From an optimization exercise on the open Yosys and OpenROAD flow, aimed at small area, a short achievable clock period and few clock cycles; shortcuts taken in it are not production practice. The RTL was checked by simulation tests, not by an equivalence proof against the original design. Power figures rest on the tool's default switching activity, not on a simulated workload.

==> flow/design.v (excerpt) <==
module bitmap_page_allocator_top
(
    input  wire logic                clk,
    input  wire logic                rst_n,
    input  wire logic                in_valid,
    output logic                     in_ready,
    input  wire logic [bpa_pkg::KIND_W-1:0]   kind,
    input  wire logic [bpa_pkg::PAGE_W-1:0]   page,
    output logic                     out_valid,
    input  wire logic                out_ready,
    output logic [bpa_pkg::STATUS_W-1:0]      status,
    output logic [bpa_pkg::PAGE_W-1:0]        alloc_page,
    output logic [bpa_pkg::COUNT_W-1:0]       free_pages,
    input  wire logic                cfg_valid,
    output logic                     cfg_ready,
    input  wire logic                cfg_index,
    input  wire logic [bpa_pkg::COUNT_W-1:0]  cfg_data
);
For scale: roughly 3300 cells after synthesis, about 620 flip-flops, about 51 I/O pins, about 29000 sq um of cells after synthesis.
==> flow/config.mk <==
export PLATFORM = sky130hd
export DESIGN_NAME = bitmap_page_allocator_top
export DESIGN_NICKNAME = bitmap_page_allocator_top
export VERILOG_FILES = /design/flow/design.v
export SDC_FILE = /design/flow/constraint.sdc
export NUM_CORES = 4
export LEC_CHECK = 0
export CAP_MARGIN = 20
export CORE_MARGIN = 2
export CORE_UTILIZATION = 40
export CTS_CLUSTER_DIAMETER = 100
export CTS_CLUSTER_SIZE = 30
export SETUP_SLACK_MARGIN = 1.8
export SLEW_MARGIN = 20
==> flow/constraint.sdc <==
create_clock -name core_clock -period 5.0 [get_ports {clk}]
set_input_delay 1.0000 -clock core_clock [delete_from_list [all_inputs] [get_ports {clk}]]
set_output_delay 1.0000 -clock core_clock [all_outputs]
set_load 0.01 [all_outputs]
run.sh (not shown) runs the stock make flow with config.mk's settings and CLKGATE_MAP_FILE= SYNTH_SCRIPT=/design/flow/synth_recipe.tcl, a recipe that flattens the netlist after the stock synthesis.
The first run finished clean.
Testbench counts at the start, summed over its fixed seeds: cycles 12,170.
==> next run, changes <==
CTS_CLUSTER_DIAMETER = not set   (was 100)
CTS_CLUSTER_SIZE = not set   (was 30)
SETUP_SLACK_MARGIN = 2.1   (was 1.8)
What happened: Non-clock buffer count rises by 167; area after synthesis does not change; register-to-register slack gets better by 0.17 ns; critical path depth falls by 3.
==> next run, changes <==
CAP_MARGIN = 0   (was 20)
CTS_CLUSTER_DIAMETER = 120   (was not set)
CTS_CLUSTER_SIZE = 24   (was not set)
SETUP_SLACK_MARGIN = 1.8   (was 2.1)
SLEW_MARGIN = 0   (was 20)
Effect:
- setup slack is worse by 0.13 ns
- fmax fell by 4.0%
- cell count fell by 5.9%
- utilization fell by 7.0 points
- synthesized area does not change
==> next run, changes <==
CAP_MARGIN = 20   (was 0)
CTS_CLUSTER_DIAMETER = not set   (was 120)
CTS_CLUSTER_SIZE = not set   (was 24)
SETUP_SLACK_MARGIN = 1.5   (was 1.8)
SLEW_MARGIN = 20   (was 0)
After rerunning: The new run produced a clean layout; non-clock buffer count came out lower by 58; sequential power is about the same; first-iteration DRC count came out higher by 3.9%; sequential cell count stays the same; core utilization grows by 0.61 points; clock skew is lower by 0.033 ns; setup slack is worse by 0.32 ns; cell count grows by 0.60%.

========
Setup of build 57:
bitmap_page_allocator_top again, from the RTL that the note above started with.
clock: 5.0 ns
lec_check: 0
cap_margin: 20
core_margin: 2
core_utilization: 40
cts_cluster_diameter: 120
cts_cluster_size: 24
setup_slack_margin: 1.8
slew_margin: 20
tns_end_percent: 10
Build 57 finished every stage and its layout cleared the timing, design-rule and antenna checks.
Testbench counts of build 57, summed over its fixed seeds: cycles 12,170.
What build 10 does differently from build 57 at the input level:
- swapping 1.8 for 2.0 in SETUP_SLACK_MARGIN
- swapping 20 for 0 in CAP_MARGIN
- clearing TNS_END_PERCENT, which used to be 10
- swapping 20 for 0 in SLEW_MARGIN
Results
- Of build 57 and build 10, build 10 shows the higher relative slew slack, with build 57 below it.
- In build 10, the total power per unit cell area came out 5.6 nW/um^2 below the value in build 57.
- Changes observed in build 10 relative to build 57: number of clock-tree buffers in the layout increased 1; minimum hold slack increased 0.0061 ns; final area increased about 5.5%; largest clock skew in the final design decreased 0.0084 ns; combinational fraction of design power increased 2.3 points.
- Build 10 ended up with out_ready as its beginning of the critical path; build 57 ended up with kind[0].
- From build 57 to build 10 the numbers moved as follows: wire length now larger; post-layout worst setup margin went up; register-to-register setup slack now sits higher.
Inputs modified between build 10 and build 88:
- swapping 0 for 20 in CAP_MARGIN
- swapping 0 for 20 in SLEW_MARGIN
## What came out
| internal portion of total power | build 88 vs build 10 | worse |
Summary: with build 10 as the reference, total power in build 88 moved up slightly.
The run showing the smaller number of clock buffers inserted by TritonCTS is build 10.
Delay of the slowest critical-path stage (build 88 over build 10): decrease, 0.04 ns
Final net count ends up lower on build 88.
What build 31 does differently from build 88 at the input level:
- clearing CTS_CLUSTER_DIAMETER, which used to be 120
- clearing CTS_CLUSTER_SIZE, which used to be 24
- swapping 2.0 for 1.8 in SETUP_SLACK_MARGIN
### Flow results
- Between build 88 and build 31, combinational cell fraction of total power decreased.
- Against build 88, build 31 comes in about 0.44% lower on number of fill cells in the layout.
- As of build 31, count of clock-buffer cells in the layout had risen by more than 100% compared to build 88.
- | clock share of power | lower: build 88 |
- On first-pass GRT wire length, build 88 beats build 31.
- Of build 31 and build 88, the higher final critical path time including I/O delays and setup belongs to build 31.
- The lower routed wire length of build 31 and build 88 is in build 88.
- The run showing the greater transition at the pin with the smallest max-transition slack is build 88.
- Build 31 has clock-pin transition on the worst setup and hold timing paths below what build 88 had.
- Comparing detailed-route vias per instance for build 31 and build 88, the bigger number came from build 31.
--- input diff build 31..build 23 ---
- putting CTS_CLUSTER_DIAMETER at 120 where nothing was set
- putting CTS_CLUSTER_SIZE at 24 where nothing was set
==> results.txt <==
- Per the comparison of build 23 with build 31, count of flip-flops and latches shows no meaningful change; sequential group share of total power shows an increase of 8.2 points; critical path depth in cells shows an increase of 1; final design utilization shows a reduction of 2.4 points; final critical delay including setup and external delays shows a reduction of 0.069 ns.
- Looking at switching power summed over all nets, build 23 sits 10% lower than build 31 does.

-- afterwards: timing with drivers on the ports --
The flow's constraints put no driver on any port. The routed layouts listed below were extracted and timed again, unchanged, in two steps.
Step 1 (the two cells are an assumption about what drives the block):
set clk [get_ports {clk}]
set_driving_cell -lib_cell sky130_fd_sc_hd__clkbuf_16 $clk
set_driving_cell -lib_cell sky130_fd_sc_hd__buf_2 [delete_from_list [all_inputs] $clk]
Step 2, shift: input delay + t, output delay - t, t = (earliest + latest rising clock arrival at the registers) / 2. This alone moves slack from input paths to output paths.
Slacks: ideal / step 1 / step 2; pairs: ideal / step 1.
run	shift t [ns]	setup WS [ns]	hold slack, ns
the first run of note 1	0.712	1.740 / 1.740 / 1.087	0.456 / 0.416 / 0.461
the second run of note 1	0.692	1.906 / 1.906 / 1.374	0.449 / 0.449 / 0.449
the third run of note 1	0.717	1.777 / 1.777 / 1.147	0.462 / 0.430 / 0.462
the fourth run of note 1	0.681	1.460 / 1.493 / 0.811	0.452 / 0.436 / 0.452
build 57	0.720	1.585 / 1.619 / 0.899	0.450 / 0.408 / 0.457
build 10	0.723	1.898 / 1.911 / 1.209	0.456 / 0.424 / 0.456
build 88	0.647	1.884 / 1.909 / 1.273	0.458 / 0.458 / 0.458
build 31	0.676	1.702 / 1.702 / 1.126	0.450 / 0.450 / 0.450
build 23	0.716	1.771 / 1.771 / 1.113	0.456 / 0.431 / 0.456
After both steps setup and hold are still met in every run listed. The setup slack of build 10, which loses most, moves by +0.013 ns with the drivers and by -0.689 ns with both steps.
